Background: an optimization exercise with open tools, aiming at small area, a short achievable clock period and few clock cycles. Do not read the settings as production practice.
Function was checked by simulation only, so behaviour that the tests miss may differ from the original.
No activity file was given, so power comes from the tool's default toggle rates.

### run.sh
#!/bin/bash
# synth_recipe.tcl (not shown) runs the flow's synth.tcl, then flattens the netlist and writes it again
# the make line also repeats each setting of config.mk as NAME=value (left out here)
make -C /OpenROAD-flow-scripts/flow DESIGN_CONFIG=/design/flow/config.mk WORK_HOME=/design/flow/orfs CLKGATE_MAP_FILE= SYNTH_SCRIPT=/design/flow/synth_recipe.tcl finish
### config.mk
export PLATFORM = sky130hd
export DESIGN_NAME = rv_core
export DESIGN_NICKNAME = rv_core
export VERILOG_FILES = /design/flow/design.v
export SDC_FILE = /design/flow/constraint.sdc
export NUM_CORES = 4
export LEC_CHECK = 0
export CAP_MARGIN = 20
export CORE_MARGIN = 2
export CORE_UTILIZATION = 40
export SLEW_MARGIN = 20
### constraint.sdc
create_clock -name core_clock -period 8.0 [get_ports {clk}]
set_input_delay 1.6000 -clock core_clock [delete_from_list [all_inputs] [get_ports {clk}]]
set_output_delay 1.6000 -clock core_clock [all_outputs]
set_load 0.01 [all_outputs]
### design.v
package rv_core_pkg;
    typedef enum logic [6:0] {
        op_r      = 7'b0110011,          
        op_imm    = 7'b0010011,          
        op_load   = 7'b0000011,          
        op_store  = 7'b0100011,          
        op_branch = 7'b1100011           
    } opcode_e;
    typedef enum logic [2:0] {
        alu_add = 3'd0,
        alu_sub = 3'd1,
        alu_and = 3'd2,
        alu_or  = 3'd3,
        alu_slt = 3'd4
    } alu_op_e;
    typedef enum logic [1:0] {
        res_alu = 2'd0,
        res_mem = 2'd1,                  
        res_pc4 = 2'd2                   
    } result_src_e;
    typedef struct packed {
        logic [6:0]            funct7;
        logic [5-1:0] rs2;
        logic [5-1:0] rs1;
        logic [2:0]            funct3;
        logic [5-1:0] rd;
        opcode_e               opcode;
    } r_fmt_t;
    typedef struct packed {
        logic [11:0]           imm;
        logic [5-1:0] rs1;
        logic [2:0]            funct3;
        logic [5-1:0] rd;
        opcode_e               opcode;
    } i_fmt_t;
    typedef struct packed {
        logic [6:0]            imm_hi;   
        logic [5-1:0] rs2;
        logic [5-1:0] rs1;
        logic [2:0]            funct3;
        logic [4:0]            imm_lo;   
        opcode_e               opcode;
    } s_fmt_t;
    typedef struct packed {
        logic                  imm_12;
        logic [5:0]            imm_10_5;
        logic [5-1:0] rs2;
        logic [5-1:0] rs1;
        logic [2:0]            funct3;
        logic [3:0]            imm_4_1;
        logic                  imm_11;
        opcode_e               opcode;
    } b_fmt_t;
    typedef union packed {
        r_fmt_t r_fmt;
        i_fmt_t i_fmt;
        s_fmt_t s_fmt;
        b_fmt_t b_fmt;
    } instr_u;
endpackage
`timescale 1ns/10ps
module decoder (
    input  logic [31:0]       instr,
    output logic              reg_write,
    output logic              is_load,
    output logic              is_store,
    output logic              is_beq,        
    output logic              is_jmp,        
    output logic              use_rs1,
    output logic              use_rs2,
    output logic              alu_src,       
    output logic              sub,
    output logic              sel_and,
    output logic              sel_or,
    output logic              sel_slt,
    output logic [32-1:0]  imm,           
    output logic [12:0]       imm_b
);
    logic [6:0] opc;
    logic [2:0] f3;
    logic       op_r, op_i, op_l, op_s, op_b;
    assign opc  = instr[6:0];
    assign f3   = instr[14:12];
    assign op_r = (opc == 7'b0110011);
    assign op_i = (opc == 7'b0010011) && (f3 == 3'b000);
    assign op_l = (opc == 7'b0000011) && (f3 == 3'b010);
    assign op_s = (opc == 7'b0100011) && (f3 == 3'b010);
    assign op_b = (opc == 7'b1100011) && (f3 == 3'b000);
    logic r_ok;
    assign r_ok = op_r && ((f3 == 3'b000) || (f3 == 3'b010) || (f3 == 3'b110) || (f3 == 3'b111));
    assign reg_write = r_ok || op_i || op_l;
    assign is_load   = op_l;
    assign is_store  = op_s;
    assign is_jmp    = op_b && (instr[19:15] == instr[24:20]);
    assign is_beq    = op_b && (instr[19:15] != instr[24:20]);
    assign use_rs1   = r_ok || op_i || op_l || op_s || is_beq;
    assign use_rs2   = r_ok || op_s || is_beq;
    assign alu_src   = op_i || op_l || op_s;
    assign sub       = r_ok && (((f3 == 3'b000) && instr[30]) || (f3 == 3'b010));
    assign sel_and   = r_ok && (f3 == 3'b111);
    assign sel_or    = r_ok && (f3 == 3'b110);
    assign sel_slt   = r_ok && (f3 == 3'b010);
    assign imm   = op_s ? {{20{instr[31]}}, instr[31:25], instr[11:7]}
                        : {{20{instr[31]}}, instr[31:20]};
    assign imm_b = {instr[31], instr[7], instr[30:25], instr[11:8], 1'b0};
endmodule
`timescale 1ns/10ps
module reg_file (
    input  logic                   clk,
    input  logic                   rst_n,
    input  logic                   we,
    input  logic [5-1:0]  wa,
    input  logic [32-1:0]       wd,
    input  logic [5-1:0]  ra1,
    input  logic [5-1:0]  ra2,
    output logic [32-1:0]       rd1,
    output logic [32-1:0]       rd2
);
    logic [32-1:0] regs [0:32-1];
    logic [32-1:0] wd_r;
    assign wd_r    = wd & {32{rst_n}};
    assign regs[0] = '0;
    for (genvar i = 1; i < 32; i++) begin : g_reg
        always_ff @(posedge clk) begin
            if (!rst_n || (we && (wa == i))) begin
                regs[i] <= wd_r;
            end
        end
    end
    assign rd1 = regs[ra1];
    assign rd2 = regs[ra2];
endmodule
`timescale 1ns/10ps
module alu (
    input  logic [32-1:0]  a,
    input  logic [32-1:0]  b,
    input  logic              sub,       
    input  logic              sel_and,
    input  logic              sel_or,
    input  logic              sel_slt,
    output logic [32-1:0]  y
);
    logic [32-1:0] sum;
    logic             slt;
    assign sum = a + (b ^ {32{sub}}) + {{(32-1){1'b0}}, sub};
    assign slt = (a[32-1] != b[32-1]) ? a[32-1] : sum[32-1];
    always_comb begin
        if (sel_and)      y = a & b;
        else if (sel_or)  y = a | b;
        else if (sel_slt) y = {{(32-1){1'b0}}, slt};
        else              y = sum;
    end
endmodule
`timescale 1ns/10ps
module hazard_unit (
    input  logic [5-1:0]  rs,
    input  logic [32-1:0]       rf_val,
    input  logic                   wr_e,         
    input  logic [5-1:0]  rd_e,
    input  logic [32-1:0]       alu_e,
    input  logic                   wr_m,
    input  logic                   load_m,
    input  logic [5-1:0]  rd_m,
    input  logic [32-1:0]       res_m,
    input  logic [32-1:0]       ld_m,
    output logic [32-1:0]       val
);
    logic hit_e, hit_m;
    assign hit_e = wr_e && (rd_e == rs) && (rs != '0);
    assign hit_m = wr_m && (rd_m == rs) && (rs != '0);
    always_comb begin
        if (hit_e)                val = alu_e;
        else if (hit_m && load_m) val = ld_m;
        else if (hit_m)           val = res_m;
        else                      val = rf_val;
    end
endmodule
`timescale 1ns/10ps
module rv_core (
    input  logic               clk,
    input  logic               rst_n,
    output logic [32-1:0]   imem_addr,
    input  logic [32-1:0]   imem_rdata,
    output logic [32-1:0]   dmem_addr,
    output logic [32-1:0]   dmem_wdata,
    output logic               dmem_we,
    input  logic [32-1:0]   dmem_rdata
);
    logic [32-1:0]      pc_f;
    logic                  reg_write_f, is_load_f, is_store_f, is_beq_f, is_jmp_f;
    logic                  use_rs1_f, use_rs2_f, alu_src_f;
    logic                  sub_f, sel_and_f, sel_or_f, sel_slt_f;
    logic [32-1:0]      imm_f;
    logic [12:0]           imm_b_f;
    logic [32-1:0]      target_f;
    logic [5-1:0] rs1_f, rs2_f, rd_f;
    logic [32-1:0]      rf1, rf2, rs1v_f, rs2v_f;
    logic                  stall_f;
    logic                  reg_write_e, is_load_e, is_store_e, is_beq_e;
    logic                  sub_e, sel_and_e, sel_or_e, sel_slt_e;
    logic [5-1:0] rd_e;
    logic [32-1:0]      a_e, b_e, sdata_e, target_e, y_e;
    logic                  taken_e;
    logic                  reg_write_m, is_load_m, is_store_m;
    logic [5-1:0] rd_m;
    logic [32-1:0]      res_m, sdata_m, wd_m;
    assign imem_addr = pc_f;
    assign rs1_f     = imem_rdata[19:15];
    assign rs2_f     = imem_rdata[24:20];
    assign rd_f      = imem_rdata[11:7];
    decoder decoder_i (
        .instr     (imem_rdata),
        .reg_write (reg_write_f),
        .is_load   (is_load_f),
        .is_store  (is_store_f),
        .is_beq    (is_beq_f),
        .is_jmp    (is_jmp_f),
        .use_rs1   (use_rs1_f),
        .use_rs2   (use_rs2_f),
        .alu_src   (alu_src_f),
        .sub       (sub_f),
        .sel_and   (sel_and_f),
        .sel_or    (sel_or_f),
        .sel_slt   (sel_slt_f),
        .imm       (imm_f),
        .imm_b     (imm_b_f)
    );
    reg_file reg_file_i (
        .clk   (clk),
        .rst_n (rst_n),
        .we    (reg_write_m),
        .wa    (rd_m),
        .wd    (wd_m),
        .ra1   (rs1_f),
        .ra2   (rs2_f),
        .rd1   (rf1),
        .rd2   (rf2)
    );
    hazard_unit fwd1_i (
        .rs (rs1_f), .rf_val (rf1),
        .wr_e (reg_write_e), .rd_e (rd_e), .alu_e (y_e),
        .wr_m (reg_write_m), .load_m (is_load_m), .rd_m (rd_m), .res_m (res_m), .ld_m (dmem_rdata),
        .val (rs1v_f)
    );
    hazard_unit fwd2_i (
        .rs (rs2_f), .rf_val (rf2),
        .wr_e (reg_write_e), .rd_e (rd_e), .alu_e (y_e),
        .wr_m (reg_write_m), .load_m (is_load_m), .rd_m (rd_m), .res_m (res_m), .ld_m (dmem_rdata),
        .val (rs2v_f)
    );
    assign stall_f = is_load_e && (rd_e != '0) &&
                     ((use_rs1_f && (rs1_f == rd_e)) || (use_rs2_f && (rs2_f == rd_e)));
    assign target_f = pc_f + {{(32-13){imm_b_f[12]}}, imm_b_f};
    always_ff @(posedge clk) begin
        if (!rst_n) begin
            pc_f <= '0;
        end else if (taken_e) begin
            pc_f <= target_e;
        end else if (!stall_f) begin
            pc_f <= is_jmp_f ? target_f : (pc_f + 32'd4);
        end
    end
    always_ff @(posedge clk) begin
        if (!rst_n || taken_e || stall_f) begin
            reg_write_e <= 1'b0;
            is_load_e   <= 1'b0;
            is_store_e  <= 1'b0;
            is_beq_e    <= 1'b0;
        end else begin
            reg_write_e <= reg_write_f;
            is_load_e   <= is_load_f;
            is_store_e  <= is_store_f;
            is_beq_e    <= is_beq_f;
        end
    end
    always_ff @(posedge clk) begin
        rd_e      <= rd_f;
        sub_e     <= sub_f;
        sel_and_e <= sel_and_f;
        sel_or_e  <= sel_or_f;
        sel_slt_e <= sel_slt_f;
        a_e       <= rs1v_f;
        b_e       <= alu_src_f ? imm_f : rs2v_f;
        sdata_e   <= rs2v_f;
        target_e  <= target_f;
    end
    alu alu_i (
        .a       (a_e),
        .b       (b_e),
        .sub     (sub_e),
        .sel_and (sel_and_e),
        .sel_or  (sel_or_e),
        .sel_slt (sel_slt_e),
        .y       (y_e)
    );
    assign taken_e = is_beq_e && (a_e == sdata_e);
    always_ff @(posedge clk) begin
        if (!rst_n) begin
            reg_write_m <= 1'b0;
            is_load_m   <= 1'b0;
            is_store_m  <= 1'b0;
        end else begin
            reg_write_m <= reg_write_e;
            is_load_m   <= is_load_e;
            is_store_m  <= is_store_e;
        end
    end
    always_ff @(posedge clk) begin
        rd_m    <= rd_e;
        res_m   <= y_e;
        sdata_m <= sdata_e;
    end
    assign dmem_addr  = res_m;
    assign dmem_wdata = sdata_m;
    assign dmem_we    = is_store_m;
    assign wd_m       = is_load_m ? dmem_rdata : res_m;
endmodule
==> results.tsv, run 1 <==
metric	value	unit
status	timing/DRC/antenna clean	
crit path kind	input pin to register	
top-count cell post-synth	edfxtp_1	
FILL cells	12234	
CP arrival	6.12	ns
Core Area	137800	um^2
crit-path cells	clkdlybuf4s50_1 -> nand2b_1 -> nor2_4 -> buf_4 -> a22oi_1 -> nand4_1 -> nor3_1 -> a21oi_1 -> a211oi_1 -> o31ai_1	
number of CTS-inserted buffers	132	
CTS clock-pin slew for the worst setup and hold paths	0.06	ns
I/O Buffers	162	
TritonCTS clock tree	built	
initial DRC count	11901	
number of synthesized flops with an enable pin	992	
WL/cell	40.52	um
drt total wl	271.6	mm
GRT Total Usage	37.10	%
Net Sw Frac	31.06	%
ranking of synthesized cells by area	edfxtp_1 53%, a22oi_1 12%, dfxtp_1 8.8%	
Cell Int Power	13.16	mW
Slew HR	10.27	%
initial antenna violation count	15	
logic gate share of total power	17.9	%
Fmax achieved	184.0	MHz
Seq/Total Area, Yosys	62.27	%
starting density of the core	40.42	%
Psw	5.931	mW
Critical Path Fanout Max	20	
kind of end point of the critical path	register	
Max VDD drop	0.2458	mV
largest net degree at the start of global routing	62	
#FFs+latches synth	1237	
GP Congestion	0.9978	
total grt overflow	0	
Worst Tran Pin Value	1.343	ns
Post-route DRC	0	
footprint of the multi-input gates	20290	um^2
CTS Buffer Depth	3	
maxcap violations	0	
final setup TNS	0	ns
Critical Path Slowest Stage Cell	nor2_4	
global-route wire length before repair	364.9	mm
Mapped Area	55710	um^2
Clock Skews	0.03364	ns
dpl cell area	60340	um^2
register area	34700	um^2
Post-Syn Instances	4642	
Clk pwr share	32.6	%
critical path launch point type	input pin	
Final ANT Viol Nets	0	
max-slew violations	0	
Required @ worst endpoint	8.69	ns
RSZ-0062 raised after global routing	no	
vias in the first global route	44968	
Top Ports	163	
Die Wd	377.2	um
Detailed Place HPWL	160.7	mm
ys async rst share	0	%
setup violators final	0	
Mean Syn Cell Area	12.00	um^2
Area Overhead vs Synth	16.32	%
clock root buffer	clkbuf_16	
Hold Crit Class	register to register	
via count	48918	
share of layout cells above drive strength 1	10.65	%
Pleak	23.99	nW
Clock Latency Late Sink	0.80	ns
chip height	377.2	um
# nets final	4923	
CTS resizes	0	
PwrDens	294.7	nW/um^2
post-layout min period	5.436	ns
post-CTS setup buffer count	0	
Yosys cell types	83	
CTS sink cnt	1237	
Hold-fix buffers, CTS	0	
number of H-tree levels	4	
Post-synth top cells	992 x edfxtp_1, 885 x a22oi_1, 491 x nand2_1, 245 x dfxtp_1, 223 x clkbuf_1	
final hold violation count	0	
Vias/cell	7.299	
length of the first detailed-routing pass in iterations	15	
largest area contributor in the netlist	edfxtp_1	
post-route cell area	64810	um^2
site row count	136	
period utilisation layout	67.95	%
sequential share of power	49.4	%
warnings from Yosys	5	
Synth top area share	53.47	%
die outline area	142300	um^2
Top FF cell, synth	edfxtp_1	
slowest stage delay, CP	1.13	ns
Mapped Nets	4774	
-- cell type report --
class                      count  share of cell area (%)
multi-input combinational   3021                   31.31
antenna                       16                 0.06178
clock inverter                64                   1.048
clock buffer                 171                   5.582
sequential                  1237                   53.54
inverter                      74                  0.4286
tap                         1794                   3.464
timing repair buffer         325                   4.574
-- worst paths after layout --
path | start | endpoint | slack [ns] | depth (start not counted)
max | imem_rdata[24] | b_e[24]$_DFF_P_ | 2.56 | 10
min | sdata_e[9]$_DFF_P_ | sdata_m[9]$_DFF_P_ | 0.37 | 0
max reg2reg | sub_e$_DFF_P_ | b_e[27]$_DFF_P_ | 3.56 | 12
min reg2reg | sdata_e[9]$_DFF_P_ | sdata_m[9]$_DFF_P_ | 0.37 | 0
-- registers in the layout (all words and copies together) (netlist names) --
signal	flops
target_e	32
rd_m	5
sel_or_e	1
is_store_m	1
is_load_m	1
res_m	32
pc_f	32
a_e	32
sub_e	1
sdata_m	32
rd_e	5
b_e	32
is_load_e	1
reg_write_e	1
is_store_e	1
reg_write_m	1
sel_and_e	1
sel_slt_e	1
sdata_e	32
reg_file_i.regs	992
is_beq_e	1
-- layer usage --
layer	routed length, um	share of wire (%)	up-vias	global-route usage (%)
met1	90890	33	23290	45.43
met3	48290	18	1491	17.49
li1	-	-	18682	-
met4	22490	8.3	16	23.19
met5	206	0.076	-	0.7547
met2	109700	40	5439	52.43
-- through the flow --
stage | utilization [%] | hold WS (ns) | worst slack, ns | total power, mW | cells
after floorplan | - | 0.3487 | 4.044 | 10.79 | 4642
after global placement | 43.78 | 0.3578 | 2.194 | 12.73 | 6445
after detailed placement | 43.78 | 0.3626 | 2.172 | 12.71 | 6445
after CTS | 46.90 | 0.3702 | 2.960 | 18.82 | 6680
after global routing | 47.00 | 0.3813 | 2.675 | 19.48 | 6689
final | 47.02 | 0.3734 | 2.564 | 19.10 | 6702
-- logic make-up (layout without fill, tap and decap cells) --
kind of cell,count (synthesis),after routing,synth area share [%]
mux,56,56,1.078
xor+xnor,144,144,2.264
flops,1237,1237,62.27
compound gates,1537,1537,19.87
other cells,0,16,0
buf+inv,384,634,2.753
fa+ha+maj,66,66,1.509
simple gates,1218,1218,10.26
-- placed cells by master, fill, tap and decap left out, types with 24 or more instances in the layout --
cell type	netlist	layout
a21o_1	40	40
a21oi_1	162	162
a222oi_1	53	53
a22o_1	31	31
a22oi_1	885	885
and2_1	56	37
and3_1	30	30
buf_4	5	154
clkbuf_1	223	29
clkbuf_16	0	138
clkdlybuf4s50_1	0	161
dfxtp_1	245	243
edfxtp_1	992	992
ha_1	64	64
inv_1	73	73
mux2_2	32	32
mux2i_1	24	24
nand2_1	491	490
nand3_1	102	102
nand4_1	70	70
nor2_1	211	158
nor2_4	0	51
nor3_1	90	89
nor4_1	63	63
o21a_1	29	29
o21ai_0	134	103
o21ai_4	0	31
xnor2_1	58	58
xor2_1	86	86
-- worst max-delay path: cells and delay by family --
kind	cells	cell delay, ns
compound gates	4	1.27
buf+inv	2	1.43
simple gates	4	1.78
-- power by group through the flow --
stage,logic [mW],registers [mW],clock network [mW]
after floorplan,1.58,9.21,0
after global placement,3.22,9.51,0
after detailed placement,3.22,9.49,0
after CTS,3.23,9.38,6.21
after global routing,3.52,9.50,6.46
final,3.42,9.44,6.23
Testbench counts, summed over its fixed seeds: cycles 67,095.
==> inputs of run 2 (changes only) <==
--- a/config.mk
+++ b/config.mk
@@ -8,4 +8,7 @@
 export CAP_MARGIN = 20
 export CORE_MARGIN = 2
 export CORE_UTILIZATION = 40
+export CTS_BUF_LIST = sky130_fd_sc_hd__clkbuf_4 sky130_fd_sc_hd__clkbuf_8
+export SETUP_SLACK_MARGIN = 5
 export SLEW_MARGIN = 20
+export TNS_END_PERCENT = 0
==> results.tsv, run 2 <==
metric	value	unit
status	timing/DRC/antenna clean	
Vias/cell	7.217	
maxcap violations	0	
final hold violation count	0	
I/O Buffers	162	
CTS clock-pin slew for the worst setup and hold paths	0.06	ns
Yosys cell types	83	
post-layout min period	3.386	ns
Required @ worst endpoint	8.82	ns
Mapped Nets	4774	
Biggest register	reg_file_i.regs	
Psw	6.110	mW
Pleak	25.44	nW
register-to-register setup slack	4.68	ns
met1 GRT Util	44.77	%
sequential share of power	50.3	%
largest net degree at the start of global routing	62	
Fmax achieved	295.3	MHz
GRT Total Usage	37.59	%
Top FF cell, synth	edfxtp_1	
Synth top area share	53.47	%
Final ANT Viol Nets	0	
kind of end point of the critical path	register	
r2r endpoint	b_e[12]$_DFF_P_	
Cell Int Power	12.72	mW
largest area contributor in the netlist	edfxtp_1	
logic gate share of total power	19.7	%
Mean Syn Cell Area	12.00	um^2
TritonCTS clock tree	built	
Detailed Place HPWL	153.6	mm
hold_ws	0.3704	ns
GR Util met2	53.35	%
drt total wl	276.1	mm
Slew HR	17.70	%
max-slew violations	0	
met3 Resource Use GR	17.56	%
CTS Buffer Depth	3	
Clock Latency Late Sink	0.98	ns
warnings from Yosys	5	
Reg2Reg Depth	13	
CTS sink cnt	1237	
starting density of the core	40.42	%
total grt overflow	0	
share of layout cells above drive strength 1	21.17	%
Core Area	137800	um^2
Top Ports	163	
chip height	377.2	um
PwrDens	277.7	nW/um^2
commonest non-fill, non-tap cell in the layout	edfxtp_1	
Worst R2R Start	sub_e$_DFF_P_	
length of the first detailed-routing pass in iterations	13	
max FFs per register	992	
number of CTS-inserted buffers	196	
Post-synth top cells	992 x edfxtp_1, 885 x a22oi_1, 491 x nand2_1, 245 x dfxtp_1, 223 x clkbuf_1	
RSZ-0062 raised after global routing	yes	
top-count cell post-synth	edfxtp_1	
Hold Crit Class	register to register	
CP arrival	4.20	ns
Clk pwr share	29.9	%
Max VDD drop	0.1732	mV
ranking of synthesized cells by area	edfxtp_1 53%, a22oi_1 12%, dfxtp_1 8.8%	
Mapped Area	55710	um^2
most used routing layer	met2	
number of synthesized flops with an enable pin	992	
final setup TNS	0	ns
WL/cell	39.43	um
vias in the first global route	46724	
period utilisation layout	42.33	%
Post-route DRC	0	
# nets final	5163	
commonest non-fill, non-tap cells in the layout	992 x edfxtp_1, 882 x a22oi_1, 472 x nand2_1	
critical path launch point type	input pin	
die outline area	142300	um^2
Die Wd	377.2	um
clock root buffer	clkbuf_8	
hold depth	0	
site row count	136	
Post-Syn Instances	4642	
via count	50535	
Area Overhead vs Synth	21.73	%
initial DRC count	12043	
crit path kind	input pin to register	
critical hold path startpoint	pc_f[0]$_SDFFE_PN0P_	
GP Congestion	0.9769	
ys async rst share	0	%
Seq/Total Area, Yosys	62.27	%
hold endpoint	target_e[0]$_DFF_P_	
global-route wire length before repair	371.0	mm
Net Sw Frac	32.44	%
initial antenna violation count	22	
Critical Path Fanout Max	31	
Clock Skews	0.04478	ns
#FFs+latches synth	1237	
number of H-tree levels	4	
Worst Tran Pin Value	1.234	ns
setup violators final	0	
[run 2: worst max-delay path, cell delays in order]
cell	delay (ns)
buf_2	0.28
or3b_4	0.50
nor2_4	0.16
buf_6	0.56
a22oi_1	0.18
nand2_1	0.09
nor3_1	0.05
nand2_1	0.19
a22oi_1	0.12
a21oi_1	0.43
[run 2: worst max path at each step]
stage,start,to,slack [ns],cells after the start
floorplan,imem_rdata[8],pc_f[31]$_SDFFE_PN0P_,4.36,12
global placement,imem_rdata[23],b_e[30]$_DFF_P_,2.27,11
detailed placement,imem_rdata[23],b_e[30]$_DFF_P_,2.16,11
CTS,sub_e$_DFF_P_,b_e[16]$_DFF_P_,4.76,13
global route,sub_e$_DFF_P_,b_e[25]$_DFF_P_,4.64,13
finish,imem_rdata[18],a_e[7]$_DFF_P_,4.61,10
[run 2: what timing repair did]
action | 4_1_cts | 5_1_grt
hold buffers | 0 | 0
gates cloned | 7 | 0
setup buffers | 138 | 51
setup endpoints to repair | 274 | 281
pin swaps | 93 | 58
resized for setup | 562 | 129
[run 2: cells by family (layout without fill, tap and decap cells)]
logic type	count (synthesis)	after routing	synth area share, %
other cells	0	16	0
xor+xnor	144	144	2.264
compound gates	1537	1537	19.87
simple gates	1218	1221	10.26
mux	56	56	1.078
fa+ha+maj	66	66	1.509
flops	1237	1237	62.27
buf+inv	384	931	2.753
[run 2: layout make-up]
class	instances	area (um^2)
Antenna cell	16	40.04
Clock buffer	248	3169
Clock inverter	111	819.5
Fill cell	12069	70010
Inverter	74	281.5
Multi-Input combinational cell	3024	21800
Sequential cell	1237	34790
Tap cell	1794	2245
Timing Repair Buffer	498	4676
[run 2: routing by layer]
metal | vias to the layer above | wire length, um
li1 | 19160 | -
met1 | 23963 | 90620
met2 | 5670 | 111500
met3 | 1717 | 47970
met4 | 25 | 25630
met5 | - | 373
[run 2: stage by stage]
step | instance area [um^2] | utilization [%] | setup WS (ns) | std cells | total power [mW]
after floorplan | 55850 | - | 4.361 | 4642 | 10.79
after global placement | 60320 | 43.77 | 2.272 | 6431 | 12.71
after detailed placement | 60320 | 43.77 | 2.159 | 6431 | 12.68
after CTS | 66840 | 48.49 | 4.758 | 6935 | 18.40
after global routing | 67790 | 49.18 | 4.637 | 6990 | 19.24
final | 67820 | 49.21 | 4.614 | 7002 | 18.83
[run 2: power by group through the flow]
stage | Sequential [mW] | Clock [mW] | Combinational, mW
3_3_place_gp | 9.53 | 0 | 3.17
2_1_floorplan | 9.20 | 0 | 1.59
5_1_grt | 9.53 | 5.91 | 3.80
4_1_cts | 9.39 | 5.62 | 3.39
6_report | 9.48 | 5.64 | 3.72
3_5_place_dp | 9.50 | 0 | 3.18
==> inputs of run 3 (changes only) <==
--- a/config.mk
+++ b/config.mk
@@ -7,7 +7,7 @@
 export LEC_CHECK = 0
 export CAP_MARGIN = 20
 export CORE_MARGIN = 2
-export CORE_UTILIZATION = 40
+export CORE_UTILIZATION = 52
 export CTS_BUF_LIST = sky130_fd_sc_hd__clkbuf_4 sky130_fd_sc_hd__clkbuf_8
 export SETUP_SLACK_MARGIN = 5
 export SLEW_MARGIN = 20
==> results.tsv, run 3 <==
metric	value	unit
status	timing/DRC/antenna clean	
crit path kind	input pin to register	
Vias/cell	7.699	
Slew HR	20.60	%
Post-route DRC	0	
warnings from Yosys	5	
dpl cell area	60190	um^2
GP Congestion	1.036	
Hold-fix buffers, CTS	0	
Mean Syn Cell Area	12.00	um^2
post-route cell area	67300	um^2
final hold violation count	0	
hold depth	0	
Biggest register	reg_file_i.regs	
hold endpoint	target_e[0]$_DFF_P_	
total grt overflow	0	
CTS clock-pin slew for the worst setup and hold paths	0.07	ns
# nets final	5209	
I/O Buffers	162	
chip height	331.3	um
Final ANT Viol Nets	0	
CP arrival	4.36	ns
Worst R2R Start	a_e[21]$_DFF_P_	
setup violators final	0	
CTS Buffer Depth	3	
Critical Path Fanout Max	17	
CP Buf/Inv Count	3	
die outline area	109800	um^2
Top Ports	163	
post-layout min period	3.570	ns
number of H-tree levels	4	
Pleak	25.94	nW
ys async rst share	0	%
number of CTS-inserted buffers	197	
commonest non-fill, non-tap cells in the layout	992 x edfxtp_1, 879 x a22oi_1, 478 x nand2_1	
initial DRC count	12793	
Seq/Total Area, Yosys	62.27	%
Post-synth top cells	992 x edfxtp_1, 885 x a22oi_1, 491 x nand2_1, 245 x dfxtp_1, 223 x clkbuf_1	
global-route wire length before repair	373.7	mm
Layout Cells excl Fill	6648	
TritonCTS clock tree	built	
maxcap violations	0	
clock root buffer	clkbuf_8	
Area Overhead vs Synth	20.79	%
RSZ-0062 raised after global routing	yes	
period utilisation layout	44.63	%
Clock Skews	0.04331	ns
Die Wd	331.3	um
commonest non-fill, non-tap cell in the layout	edfxtp_1	
register-to-register setup slack	4.55	ns
via count	51183	
dpl cells	6083	
Required @ worst endpoint	8.79	ns
PwrDens	279.7	nW/um^2
Clock Latency Late Sink	0.92	ns
Mapped Nets	4774	
fin worst setup slack	4.430	ns
largest area contributor in the netlist	edfxtp_1	
kind of end point of the critical path	register	
vias in the first global route	46614	
WL/cell	41.97	um
crit-path cells	buf_2 -> or2_4 -> nor2_4 -> buf_4 -> buf_6 -> a22oi_1 -> nand2_1 -> nor4_1 -> nand2_1 -> a22o_1 -> nand2_1 -> o21ai_0	
max FFs per register	992	
Detailed Place HPWL	159.8	mm
Top FF cell, synth	edfxtp_1	
Worst Tran Pin Value	1.191	ns
Reg2Reg Depth	8	
ranking of synthesized cells by area	edfxtp_1 53%, a22oi_1 12%, dfxtp_1 8.8%	
largest net degree at the start of global routing	53	
#FFs+latches synth	1237	
CTS sink cnt	1237	
drt total wl	279.0	mm
number of synthesized flops with an enable pin	992	
Max VDD drop	0.1622	mV
Synth top area share	53.47	%
slowest stage delay, CP	0.48	ns
site row count	120	
Worst path top cell family by delay	simple AND/OR/NAND/NOR gates	
critical hold path startpoint	pc_f[0]$_SDFFE_PN0P_	
Mapped Area	55710	um^2
Crit path top cell by count	nand2_1	
Fmax achieved	280.1	MHz
top-count cell post-synth	edfxtp_1	
final setup TNS	0	ns
Critical Path Slowest Stage Cell	nor4_1	
r2r endpoint	pc_f[28]$_SDFFE_PN0P_	
Yosys cell types	83	
critical path launch point type	input pin	
hold_ws	0.3626	ns
length of the first detailed-routing pass in iterations	17	
Hold Crit Class	register to register	
Post-Syn Instances	4642	
max-slew violations	0	
share of layout cells above drive strength 1	20.41	%
pre-CTS WS	2.087	ns
starting density of the core	52.26	%
initial antenna violation count	22	
Core Area	106600	um^2
GRT Total Usage	49.25	%
==> run 3: cell counts after synthesis <==
Identical to the previous run, type by type.
==> run 3: worst register-to-register path, delay by kind of cell, from the launching register on <==
family | cells | cell delay, ns
AO/OA/AOI/OAI | 1 | 0.09
XOR/XNOR | 1 | 0.23
buffers and inverters | 1 | 0.30
flip-flops | 1 | 0.46
AND/OR/NAND/NOR | 5 | 2.28
==> run 3: logic make-up after synthesis <==
kind of cell / share of synthesized area [%]
AND/OR/NAND/NOR: 10.26
buffers and inverters: 2.753
adder cells (fa/ha/maj): 1.509
flip-flops: 62.27
XOR/XNOR: 2.264
multiplexers: 1.078
AO/OA/AOI/OAI: 19.87
==> run 3: final cells by class <==
class	count	area, um^2
fill	8438	39310
clock buffer	286	3542
timing repair buffer	544	5052
inverter	74	281.5
antenna	18	45.04
sequential	1237	34740
clock inverter	63	579.3
multi-input combinational	3023	21300
tap	1403	1755
==> run 3: what timing repair did <==
item / 4_1_cts / 5_1_grt
gates cloned: 4 / 1
resized for setup: 365 / 121
pin swaps: 81 / 46
endpoints found under the setup margin: 304 / 629
setup buffers: 160 / 33
==> run 3: power by group <==
group	internal (mW)	leakage, nW	total, mW	switching [mW]
registers	8.59	12.2	9.46	0.870
logic	1.09	11.6	3.60	2.51
clock network	3.16	2.17	5.77	2.61
==> run 3: worst max-delay path by stage <==
stage / from / to / slack [ns] / cells past startpoint
detailed placement: imem_rdata[20] / b_e[29]$_DFF_P_ / 2.09 / 11
CTS: sub_e$_DFF_P_ / b_e[16]$_DFF_P_ / 4.66 / 14
global placement: imem_rdata[20] / b_e[29]$_DFF_P_ / 2.10 / 11
floorplan: imem_rdata[8] / pc_f[31]$_SDFFE_PN0P_ / 4.36 / 12
finish: imem_rdata[15] / a_e[1]$_DFF_P_ / 4.43 / 12
global route: sub_e$_DFF_P_ / b_e[0]$_DFF_P_ / 4.57 / 12
==> run 3: routing by layer <==
metal / GRT usage [%] / part of all wire [%]
met1: 60.86 / 33
met2: 67.05 / 39
met3: 25.41 / 19
met4: 32.31 / 9.0
met5: 1.433 / 0.16
==> run 3: through the flow <==
step | utilization [%] | power (mW)
after global routing | 63.09 | 19.19
after global placement | 56.46 | 12.69
after CTS | 62.45 | 18.42
final | 63.13 | 18.82
after detailed placement | 56.46 | 12.67
after floorplan | - | 10.79
==> inputs of run 4 (changes only) <==
--- a/config.mk
+++ b/config.mk
@@ -7,8 +7,8 @@
 export LEC_CHECK = 0
 export CAP_MARGIN = 20
 export CORE_MARGIN = 2
-export CORE_UTILIZATION = 52
+export CORE_UTILIZATION = 45
 export CTS_BUF_LIST = sky130_fd_sc_hd__clkbuf_4 sky130_fd_sc_hd__clkbuf_8
 export SETUP_SLACK_MARGIN = 5
 export SLEW_MARGIN = 20
-export TNS_END_PERCENT = 0
+export TNS_END_PERCENT = 10
==> results.tsv, run 4 <==
metric	value	unit
status	timing/DRC/antenna clean	
Pleak	26.43	nW
Required @ worst endpoint	8.89	ns
Top FF cell, synth	edfxtp_1	
ys async rst share	0	%
share of layout cells above drive strength 1	24.53	%
final core occ	56.75	%
Worst Tran Pin Value	1.224	ns
Die Wd	355.9	um
PnR Total Power	19.22	mW
I/O Buffers	162	
GP Congestion	0.9842	
Clk pwr share	29.8	%
sequential share of power	49.5	%
Seq/Total Area, Yosys	62.27	%
Post-route DRC	0	
number of H-tree levels	4	
Clock Skews	0.05726	ns
Critical Path Slowest Stage Cell	buf_4	
site row count	129	
post-layout min period	3.483	ns
# nets final	5293	
via count	51933	
Mapped Area	55710	um^2
crit path kind	input pin to register	
Detailed Place HPWL	158.3	mm
Mean Syn Cell Area	12.00	um^2
die outline area	126600	um^2
FILL cells	10106	
final setup TNS	0	ns
CTS Buffer Depth	3	
top-count cell post-synth	edfxtp_1	
setup violators final	0	
maxcap violations	0	
Hold Crit Class	register to register	
largest net degree at the start of global routing	62	
GRT Total Usage	44.46	%
period utilisation layout	43.54	%
total grt overflow	0	
#FFs+latches synth	1237	
Top Ports	163	
chip height	355.9	um
max FFs per register	992	
warnings from Yosys	5	
final hold violation count	0	
Critical Path Fanout Max	16	
WL/cell	41.65	um
ranking of synthesized cells by area	edfxtp_1 53%, a22oi_1 12%, dfxtp_1 8.8%	
Core Area	123300	um^2
Vias/cell	7.456	
CTS clock-pin slew for the worst setup and hold paths	0.07	ns
Psw	6.295	mW
Worst path top cell family by delay	simple AND/OR/NAND/NOR gates	
logic gate share of total power	20.7	%
Biggest register	reg_file_i.regs	
largest area contributor in the netlist	edfxtp_1	
slowest stage delay, CP	0.57	ns
Clock Latency Late Sink	0.99	ns
max-slew violations	0	
clock root buffer	clkbuf_8	
drt total wl	290.1	mm
Post-synth top cells	992 x edfxtp_1, 885 x a22oi_1, 491 x nand2_1, 245 x dfxtp_1, 223 x clkbuf_1	
number of synthesized flops with an enable pin	992	
kind of end point of the critical path	register	
number of CTS-inserted buffers	201	
PwrDens	274.7	nW/um^2
TritonCTS clock tree	built	
Final ANT Viol Nets	0	
Fmax achieved	287.1	MHz
Yosys cell types	83	
Slew HR	18.12	%
Post-Syn Instances	4642	
Net Sw Frac	32.75	%
RSZ-0062 raised after global routing	yes	
Cell Int Power	12.93	mW
global-route wire length before repair	387.7	mm
commonest non-fill, non-tap cells in the layout	992 x edfxtp_1, 875 x a22oi_1, 472 x nand2_1	
vias in the first global route	48295	
CP arrival	4.37	ns
starting density of the core	45.18	%
initial antenna violation count	26	
critical path launch point type	input pin	
commonest non-fill, non-tap cell in the layout	edfxtp_1	
CTS sink cnt	1237	
Hold-fix buffers, CTS	0	
Mapped Nets	4774	
initial DRC count	11832	
Max VDD drop	0.2006	mV
Synth top area share	53.47	%
Area Overhead vs Synth	25.60	%
CP Buf/Inv Count	3	
length of the first detailed-routing pass in iterations	23	
crit-path cells	clkbuf_4 -> nand2b_4 -> buf_4 -> nor2_4 -> buf_4 -> a22oi_1 -> nand4_1 -> nor3_1 -> nand2_1 -> a22o_1 -> nand2_1 -> o21ai_0	
-- run 4: changes by cell type in the layout (fill, tap and decap cells not counted), sizes merged, moves of 5 or more --
cell and delta:
dlygate4sd2 -53, buf +75, clkdlybuf4s15 +48, clkinvlp +6
clkbuf -26, clkinv +17, clkdlybuf4s50 -5, diode +6
-- run 4: worst register-to-register path, cell delays in order (launching register included) --
cell and delay (ns):
dfxtp_4 0.40, buf_16 0.18, buf_12 0.16, xor2_2 0.19, ha_4 0.20, a21o_1 0.24, a31o_2 0.29, a21oi_4 0.19
o221ai_2 0.14, a211oi_4 0.41, xnor2_2 0.14, or3_4 0.41, a31oi_4 0.20, a21o_1 0.12
-- run 4: metrics by stage --
stage / hold WS (ns) / setup WS (ns) / cells / instance area [um^2]
floorplan: 0.3487 / 4.361 / 4642 / 55910
global placement: 0.3544 / 2.303 / 6281 / 60180
detailed placement: 0.3558 / 2.196 / 6281 / 60180
CTS: 0.3643 / 4.764 / 6880 / 68460
global route: 0.3685 / 4.649 / 6945 / 69930
finish: 0.3626 / 4.517 / 6965 / 69980
-- run 4: cells by family (layout without fill, tap and decap cells) --
group | after synthesis | in the layout | share of synthesized area [%]
compound gates | 1537 | 1537 | 19.87
xor+xnor | 144 | 144 | 2.264
fa+ha+maj | 66 | 66 | 1.509
buf+inv | 384 | 1040 | 2.753
flops | 1237 | 1237 | 62.27
mux | 56 | 56 | 1.078
other cells | 0 | 24 | 0
simple gates | 1218 | 1224 | 10.26
-- run 4: final timing paths --
kind                                          start                   to  slack [ns]  cells past startpoint
worst min-delay path            sdata_e[15]$_DFF_P_  sdata_m[15]$_DFF_P_        0.36                      0
worst min register to register  sdata_e[15]$_DFF_P_  sdata_m[15]$_DFF_P_        0.36                      0
worst max-delay path                 imem_rdata[15]       a_e[8]$_DFF_P_        4.52                     12
worst max register to register        sub_e$_DFF_P_      b_e[31]$_DFF_P_        4.69                     13
-- run 4: final cells by class --
cell class	instances	area (um^2)	share of cell area, %
repair buffers	620	6301	9.004
clock buffers	255	3253	4.649
clock inverters	91	763.2	1.091
well taps	1637	2048	2.927
diodes	24	60.06	0.08582
multi-input cells	3027	22480	32.13
flip-flops and latches	1237	34790	49.71
inverters	74	281.5	0.4023
-- run 4: what timing repair did --
action,CTS,global route
setup buffers,238,58
resized for setup,720,222
setup endpoints to repair,296,274
pin swaps,142,115
cloned,15,3
-- run 4: power groups by stage --
stage / sequential [mW] / clock (mW) / combinational (mW)
after floorplan: 9.20 / 0 / 1.59
after global placement: 9.55 / 0 / 3.19
after detailed placement: 9.53 / 0 / 3.19
after CTS: 9.42 / 5.69 / 3.58
after global routing: 9.56 / 5.98 / 4.06
final: 9.52 / 5.73 / 3.97
-- run 4: metal layers --
layer | share of wire [%] | vias up | global-route usage [%]
met3 | 17 | 1959 | 22.84
met1 | 33 | 24654 | 51.88
met2 | 40 | 5856 | 62.10
li1 | - | 19442 | -
met5 | 0.11 | - | 0.3396
met4 | 10 | 22 | 33.27

-- port drivers added, routing unchanged --
In the flow no input, the clock included, has a driving cell. The finished layouts below were timed again as built, in two steps. Step 1 sets driving cells, clkbuf_16 on the clock port and buf_2 on the other inputs (assumed; they add their load-dependent delay and slew). Step 2 adds t to the input delays and takes it off the output delays; t is the mean of the earliest and latest rising clock arrival at the registers after step 1. Input paths then give back, and output paths get back, about the clock's delay inside the block. a / b / c = ideal / step 1 / step 2; a / b = the first two.
run	shift t [ns]	slack for setup (ns)	hold WS [ns]	worst setup path at the end	pins driven straight from the clock port
run 1	0.861	2.564 / 2.513 / 1.652	0.373 / 0.373 / 0.373	input to register	1
run 2	1.038	4.614 / 4.571 / 3.533	0.370 / 0.370 / 0.370	input to register	1
run 3	0.974	4.430 / 4.394 / 3.420	0.363 / 0.363 / 0.363	input to register	1
run 4	1.036	4.517 / 4.435 / 3.399	0.363 / 0.363 / 0.363	input to register	1
After both steps setup and hold are still met in every run listed. For run 4, which loses most, drivers alone change the setup slack by -0.082 ns; drivers and shift together by -1.118 ns.
